What follows belongs to an exercise in optimizing a design on an open flow for small area, a short achievable clock period and few clock cycles per item; a production flow would make more cautious choices. Function was checked by simulation only, so behaviour that the tests miss may differ from the original.

== JK ==
==> flow/design.v <==
`timescale 1ns/1ps
package cam_cfg_pkg;
  parameter int KEY_WIDTH = 32;
  parameter int KEYS_PER_BEAT = 16;
  parameter int BEAT_WIDTH = KEY_WIDTH * KEYS_PER_BEAT;
  parameter logic [31:0] LOAD_DONE_CODE = 32'd100;
endpackage
`timescale 1ns/1ps
package cam_op_pkg;
  typedef enum logic [2:0] {
    OP_IDLE     = 3'd0,   
    OP_LOAD_ALL = 3'd1,   
    OP_SEARCH   = 3'd2    
  } cam_opcode_e;
endpackage
`timescale 1ns/1ps
import cam_cfg_pkg::*;
import cam_op_pkg::*;
module cam_loader #(
  parameter int CAM_SIZE = 64   
) (
  input  logic                                             aclk,
  input  logic                                             areset,
  input  cam_op_pkg::cam_opcode_e                          opcode,
  input  logic                                             s_tvalid,
  output logic                                             load_fire,
  output logic                                             search_fire,
  output logic                                             load_done,
  output logic [CAM_SIZE/cam_cfg_pkg::KEYS_PER_BEAT-1:0]   block_we,
  output logic [CAM_SIZE/cam_cfg_pkg::KEYS_PER_BEAT-1:0]   block_valid
);
  localparam int NUM_BLOCKS  = CAM_SIZE / KEYS_PER_BEAT;   
  localparam int BLOCK_WIDTH = $clog2(NUM_BLOCKS);
  logic [BLOCK_WIDTH-1:0] write_ptr;     
  logic                   write_last;    
  logic [NUM_BLOCKS-1:0]  write_block;   
  assign load_fire   = s_tvalid && (opcode == OP_LOAD_ALL);
  assign search_fire = s_tvalid && (opcode == OP_SEARCH);
  assign load_done = load_fire && write_last;
  assign block_we  = load_fire ? write_block : '0;
  always_ff @(posedge aclk) begin
    if (areset) begin
      write_ptr   <= '0;
      write_last  <= 1'b0;
      write_block <= NUM_BLOCKS'(1);
    end else if (load_fire) begin
      write_ptr   <= write_ptr + 1'b1;
      write_last  <= (write_ptr == BLOCK_WIDTH'(NUM_BLOCKS - 2));
      write_block <= {write_block[NUM_BLOCKS-2:0], write_block[NUM_BLOCKS-1]};
    end
  end
  always_ff @(posedge aclk) begin
    if (areset) begin
      block_valid <= '0;
    end else begin
      block_valid <= block_valid | block_we;
    end
  end
endmodule
`timescale 1ns/1ps
import cam_cfg_pkg::*;
module cam_cell (
  input  logic                              aclk,
  input  logic                              write_en,
  input  logic [cam_cfg_pkg::KEY_WIDTH-1:0] write_key,
  input  logic [cam_cfg_pkg::KEY_WIDTH-1:0] search_key,
  output logic                              equal
);
  logic [KEY_WIDTH-1:0] entry;   
  always_ff @(posedge aclk) begin
    if (write_en) begin
      entry <= write_key;
    end
  end
  assign equal = (entry == search_key);
endmodule
`timescale 1ns/1ps
import cam_cfg_pkg::*;
module cam_match_encoder #(
  parameter int CAM_SIZE = 64    
) (
  input  logic [CAM_SIZE-1:0]          match,
  output logic [$clog2(CAM_SIZE):0]    result
);
  localparam int W      = $clog2(CAM_SIZE);
  localparam int LEVELS = W / 2;            
  localparam int TOP    = CAM_SIZE >> (2*LEVELS);   
  logic [CAM_SIZE-1:0] any [LEVELS+1];
  logic [W-1:0]        idx [LEVELS+1][CAM_SIZE];
  logic                top_any;
  logic [W-1:0]        top_idx;
  always_comb begin
    for (int l = 0; l <= LEVELS; l++) begin
      for (int n = 0; n < CAM_SIZE; n++) begin
        idx[l][n] = '0;
      end
      any[l] = '0;
    end
    for (int n = 0; n < CAM_SIZE; n++) begin
      any[0][n] = match[n];
    end
    for (int l = 1; l <= LEVELS; l++) begin
      for (int n = 0; n < (CAM_SIZE >> (2*l)); n++) begin
        any[l][n] = |any[l-1][4*n +: 4];
        if (any[l-1][4*n]) begin
          idx[l][n] = idx[l-1][4*n];
          idx[l][n][2*l-1 -: 2] = 2'd0;
        end else if (any[l-1][4*n+1]) begin
          idx[l][n] = idx[l-1][4*n+1];
          idx[l][n][2*l-1 -: 2] = 2'd1;
        end else if (any[l-1][4*n+2]) begin
          idx[l][n] = idx[l-1][4*n+2];
          idx[l][n][2*l-1 -: 2] = 2'd2;
        end else begin
          idx[l][n] = idx[l-1][4*n+3];
          idx[l][n][2*l-1 -: 2] = 2'd3;
        end
      end
    end
    if (TOP == 1) begin
      top_any = any[LEVELS][0];
      top_idx = idx[LEVELS][0];
    end else begin
      top_any = any[LEVELS][0] | any[LEVELS][1];
      if (any[LEVELS][0]) begin
        top_idx = idx[LEVELS][0];
        top_idx[W-1] = 1'b0;
      end else begin
        top_idx = idx[LEVELS][1];
        top_idx[W-1] = 1'b1;
      end
    end
    result = top_any ? {1'b0, top_idx} : '1;
  end
endmodule
`timescale 1ns/1ps
import cam_cfg_pkg::*;
module cam_top #(
  parameter int CAM_SIZE = 64,   
  parameter int GROUPS   = 4     
) (
  input  logic                               aclk,
  input  logic                               areset,
  input  logic [2:0]                         opcode,
  input  logic                               s_tvalid,
  input  logic [cam_cfg_pkg::BEAT_WIDTH-1:0] s_tdata,
  output logic                               update_all_end,
  output logic                               m_tvalid,
  output logic [cam_cfg_pkg::KEY_WIDTH-1:0]  m_tdata
);
  localparam int NUM_BLOCKS   = CAM_SIZE / KEYS_PER_BEAT;
  localparam int RESULT_WIDTH = $clog2(CAM_SIZE) + 1;
  logic                    load_fire;
  logic                    search_fire;
  logic                    load_done;
  logic [NUM_BLOCKS-1:0]   block_we;
  logic [NUM_BLOCKS-1:0]   block_valid;
  logic [CAM_SIZE-1:0]     equal;
  logic [CAM_SIZE-1:0]     match;
  logic [RESULT_WIDTH-1:0] result;         
  logic                    result_valid;
  cam_loader #(
    .CAM_SIZE    (CAM_SIZE)
  ) u_loader (
    .aclk        (aclk),
    .areset      (areset),
    .opcode      (cam_op_pkg::cam_opcode_e'(opcode)),
    .s_tvalid    (s_tvalid),
    .load_fire   (load_fire),
    .search_fire (search_fire),
    .load_done   (load_done),
    .block_we    (block_we),
    .block_valid (block_valid)
  );
  for (genvar i = 0; i < CAM_SIZE; i++) begin : gen_cell
    cam_cell u_cell (
      .aclk       (aclk),
      .write_en   (block_we[i / KEYS_PER_BEAT]),
      .write_key  (s_tdata[(i % KEYS_PER_BEAT)*KEY_WIDTH +: KEY_WIDTH]),
      .search_key (s_tdata[KEY_WIDTH-1:0]),
      .equal      (equal[i])
    );
    assign match[i] = equal[i] && block_valid[i / KEYS_PER_BEAT];
  end
  localparam int GSIZE  = CAM_SIZE / GROUPS;
  localparam int GWIDTH = $clog2(GSIZE);
  localparam int SWIDTH = (GROUPS > 1) ? $clog2(GROUPS) : 1;
  logic [GWIDTH:0]       grp_enc [GROUPS];
  logic [GROUPS-1:0]     grp_any;
  logic [GROUPS-1:0]     grp_first;               
  logic                  any_hit;
  logic [SWIDTH-1:0]     sel_next;
  logic [GWIDTH-1:0]     part [GROUPS];           
  logic [SWIDTH-1:0]     sel;                     
  logic                  no_hit;                  
  logic [GWIDTH-1:0]     low_idx;
  for (genvar g = 0; g < GROUPS; g++) begin : gen_grp
    cam_match_encoder #(
      .CAM_SIZE (GSIZE)
    ) u_encoder (
      .match    (match[g*GSIZE +: GSIZE]),
      .result   (grp_enc[g])
    );
    assign grp_any[g] = ~grp_enc[g][GWIDTH];
  end
  always_comb begin
    sel_next = '0;
    for (int g = 0; g < GROUPS; g++) begin
      grp_first[g] = grp_any[g];
      for (int h = 0; h < g; h++) begin
        grp_first[g] = grp_first[g] & ~grp_any[h];
      end
      if (grp_first[g]) begin
        sel_next = sel_next | SWIDTH'(g);
      end
    end
    any_hit = |grp_any;
  end
  always_ff @(posedge aclk) begin
    if (areset) begin
      result_valid <= 1'b0;
      sel          <= '0;
      no_hit       <= 1'b0;
      for (int g = 0; g < GROUPS; g++) begin
        part[g] <= '0;
      end
    end else begin
      result_valid <= search_fire;
      sel          <= !search_fire ? '0 : (any_hit ? sel_next : '1);
      no_hit       <= search_fire && !any_hit;
      for (int g = 0; g < GROUPS; g++) begin
        if (search_fire && grp_first[g]) begin
          part[g] <= grp_enc[g][GWIDTH-1:0];
        end else if (search_fire && !any_hit && g == 0) begin
          part[g] <= '1;
        end else begin
          part[g] <= '0;
        end
      end
    end
  end
  always_comb begin
    low_idx = '0;
    for (int g = 0; g < GROUPS; g++) begin
      low_idx = low_idx | part[g];
    end
  end
  if (GROUPS > 1) begin : gen_result
    assign result = {no_hit, sel, low_idx};
  end else begin : gen_result_one
    assign result = {no_hit, low_idx};
  end
  assign update_all_end = load_done;
  assign m_tvalid       = load_done | result_valid;
  assign m_tdata        = (load_done ? KEY_WIDTH'(LOAD_DONE_CODE) : '0) | KEY_WIDTH'(result);
endmodule
export LEC_CHECK = 0
export CAP_MARGIN = 20
export CORE_MARGIN = 2
export CORE_UTILIZATION = 62
export PLACE_DENSITY = 0.68
export SETUP_SLACK_MARGIN = 1.7
export SLEW_MARGIN = 20
export TNS_END_PERCENT = 100
create_clock -name core_clock -period 4.0 [get_ports {aclk}]
standard.sh (not shown) runs the stock make flow with config.mk's settings and CLKGATE_MAP_FILE= SYNTH_SCRIPT=/design/flow/synth_recipe.tcl, a recipe that flattens the netlist after the stock synthesis.
==> flow/flow/run.sh <==
#!/bin/bash
# Layout flow: the standard ORFS flow (standard.sh), with these changes:
#  - slow 3/4-input OR and 4-input NOR cells are not used (synthesis maps the
#    encoder and compare trees to faster NAND/NOR/AOI forms instead);
#  - ports are buffered with buf_1 instead of the delay buffer buffer_ports picks;
#  - clock tree sinks are clustered 25 to a leaf buffer within 100 um, with no
#    dummy loads (a smaller, shallower tree).
# Registers, the power grid, tap cells, SDC and clock period are the standard ones.
set -uo pipefail
DU="sky130_fd_sc_hd__probe_p_8 sky130_fd_sc_hd__probec_p_8 sky130_fd_sc_hd__lpflow_bleeder_1 sky130_fd_sc_hd__lpflow_clkbufkapwr_1 sky130_fd_sc_hd__lpflow_clkbufkapwr_16 sky130_fd_sc_hd__lpflow_clkbufkapwr_2 sky130_fd_sc_hd__lpflow_clkbufkapwr_4 sky130_fd_sc_hd__lpflow_clkbufkapwr_8 sky130_fd_sc_hd__lpflow_clkinvkapwr_1 sky130_fd_sc_hd__lpflow_clkinvkapwr_16 sky130_fd_sc_hd__lpflow_clkinvkapwr_2 sky130_fd_sc_hd__lpflow_clkinvkapwr_4 sky130_fd_sc_hd__lpflow_clkinvkapwr_8 sky130_fd_sc_hd__lpflow_decapkapwr_12 sky130_fd_sc_hd__lpflow_decapkapwr_3 sky130_fd_sc_hd__lpflow_decapkapwr_4 sky130_fd_sc_hd__lpflow_decapkapwr_6 sky130_fd_sc_hd__lpflow_decapkapwr_8 sky130_fd_sc_hd__lpflow_inputiso0n_1 sky130_fd_sc_hd__lpflow_inputiso0p_1 sky130_fd_sc_hd__lpflow_inputiso1n_1 sky130_fd_sc_hd__lpflow_inputiso1p_1 sky130_fd_sc_hd__lpflow_inputisolatch_1 sky130_fd_sc_hd__lpflow_isobufsrc_1 sky130_fd_sc_hd__lpflow_isobufsrc_16 sky130_fd_sc_hd__lpflow_isobufsrc_2 sky130_fd_sc_hd__lpflow_isobufsrc_4 sky130_fd_sc_hd__lpflow_isobufsrc_8 sky130_fd_sc_hd__lpflow_isobufsrckapwr_16 sky130_fd_sc_hd__lpflow_lsbuf_lh_hl_isowell_tap_1 sky130_fd_sc_hd__lpflow_lsbuf_lh_hl_isowell_tap_2 sky130_fd_sc_hd__lpflow_lsbuf_lh_hl_isowell_tap_4 sky130_fd_sc_hd__lpflow_lsbuf_lh_isowell_4 sky130_fd_sc_hd__lpflow_lsbuf_lh_isowell_tap_1 sky130_fd_sc_hd__lpflow_lsbuf_lh_isowell_tap_2 sky130_fd_sc_hd__lpflow_lsbuf_lh_isowell_tap_4  sky130_fd_sc_hd__or4_1 sky130_fd_sc_hd__or4_2 sky130_fd_sc_hd__or4_4 sky130_fd_sc_hd__or4b_1 sky130_fd_sc_hd__or4b_2 sky130_fd_sc_hd__or4b_4 sky130_fd_sc_hd__or4bb_1 sky130_fd_sc_hd__or4bb_2 sky130_fd_sc_hd__or4bb_4 sky130_fd_sc_hd__or3_1 sky130_fd_sc_hd__or3_2 sky130_fd_sc_hd__or3_4 sky130_fd_sc_hd__or3b_1 sky130_fd_sc_hd__or3b_2 sky130_fd_sc_hd__or3b_4 sky130_fd_sc_hd__nor4_1 sky130_fd_sc_hd__nor4_2 sky130_fd_sc_hd__nor4_4 sky130_fd_sc_hd__nor4b_1 sky130_fd_sc_hd__nor4b_2 sky130_fd_sc_hd__nor4b_4 sky130_fd_sc_hd__nor4bb_1 sky130_fd_sc_hd__nor4bb_2 sky130_fd_sc_hd__nor4bb_4"
bash standard.sh \
  "DONT_USE_CELLS=$DU" \
  "BUFFER_PORTS_ARGS=-buffer_cell sky130_fd_sc_hd__buf_1" \
  "CTS_ARGS=-sink_clustering_enable -sink_clustering_size 25 -sink_clustering_max_diameter 100 -repair_clock_nets -dont_use_dummy_load" \
  finish > standard.log 2>&1
JK ended with every stage complete and zero timing, DRC or antenna violations.
Testbench counts of JK, summed over its fixed seeds: cycles 2,880, searches 2,048.
Input-level comparison between MS and JK:
Settings: SETUP_SLACK_MARGIN now 1.6, was 1.7.
[summary]
- Wire length of the first global-routing pass: MS lower than JK
- Going from JK to MS, worst-case setup margin in the final layout went down 8.5 ps; global-route usage over all layers went down 0.79 points.
- Data-path buffer share of cell area in the final layout came out lower on MS than on JK.
- Final cell area: MS below JK
- [MS] post-route minimum period rose 8.5 ps relative to JK
> inputs changed (MS -> AL)
Settings: SETUP_SLACK_MARGIN changed from 1.6 to 1.5.
[summary]
- From MS to AL the numbers moved as follows: routed wire length essentially unchanged, minimum period implied by the final worst setup slack went up 40 ps.
- Delta (AL minus MS): number of buffers and inverters on the critical path now smaller; number of resized instances in the post-cts repair step went down; hold slack shows a reduction of 5.1 ps; wire length of the first global-routing pass saw a decrease.
- Of the two values seen for classification of the worst setup path, primary input to flip-flop was produced by MS and flip-flop to flip-flop by AL.
- Compared MS against AL; via count of the routed design within noise.
- Comparing AL with MS, the cell area came out essentially unchanged.
- MS reports its critical path startpoint as s_tdata[19] while AL reports u_loader.block_valid[1].
- Compared with MS, AL shows a lower global-route usage.
- Looking at AL and MS, the clock network latency to the later pin of the worst-skew pair is a wash.

## re-timing with driven ports
Ports are ideal in the flow. The routed layouts listed here were re-timed in OpenROAD. Step 1 assumes that a clkbuf_16 drives the clock port and a buf_2 every other input. Step 2 also shifts input and output timing later by t, the mid clock arrival at the registers, as if the neighbouring blocks saw the same clock. Slacks: no drivers / after step 1 / after step 2; pairs: no drivers / after step 1.
run | t (ns) | slack for setup (ns) | slew at the worst register clock pin (ns) | worst data-port slew with drivers (ns) | pins driven straight from the clock port
JK | 0.811 | 1.468 / 1.458 / 0.687 | 0.11 / 0.11 | 0.16 | 1
MS | 0.807 | 1.459 / 1.392 / 0.585 | 0.11 / 0.11 | 0.21 | 1
AL | 0.816 | 1.420 / 1.420 / 0.639 | 0.10 / 0.10 | 0.16 | 1
After both steps setup and hold are still met in every run listed. The setup slack of MS, which loses most, moves by -0.067 ns with the drivers and by -0.874 ns with both steps.
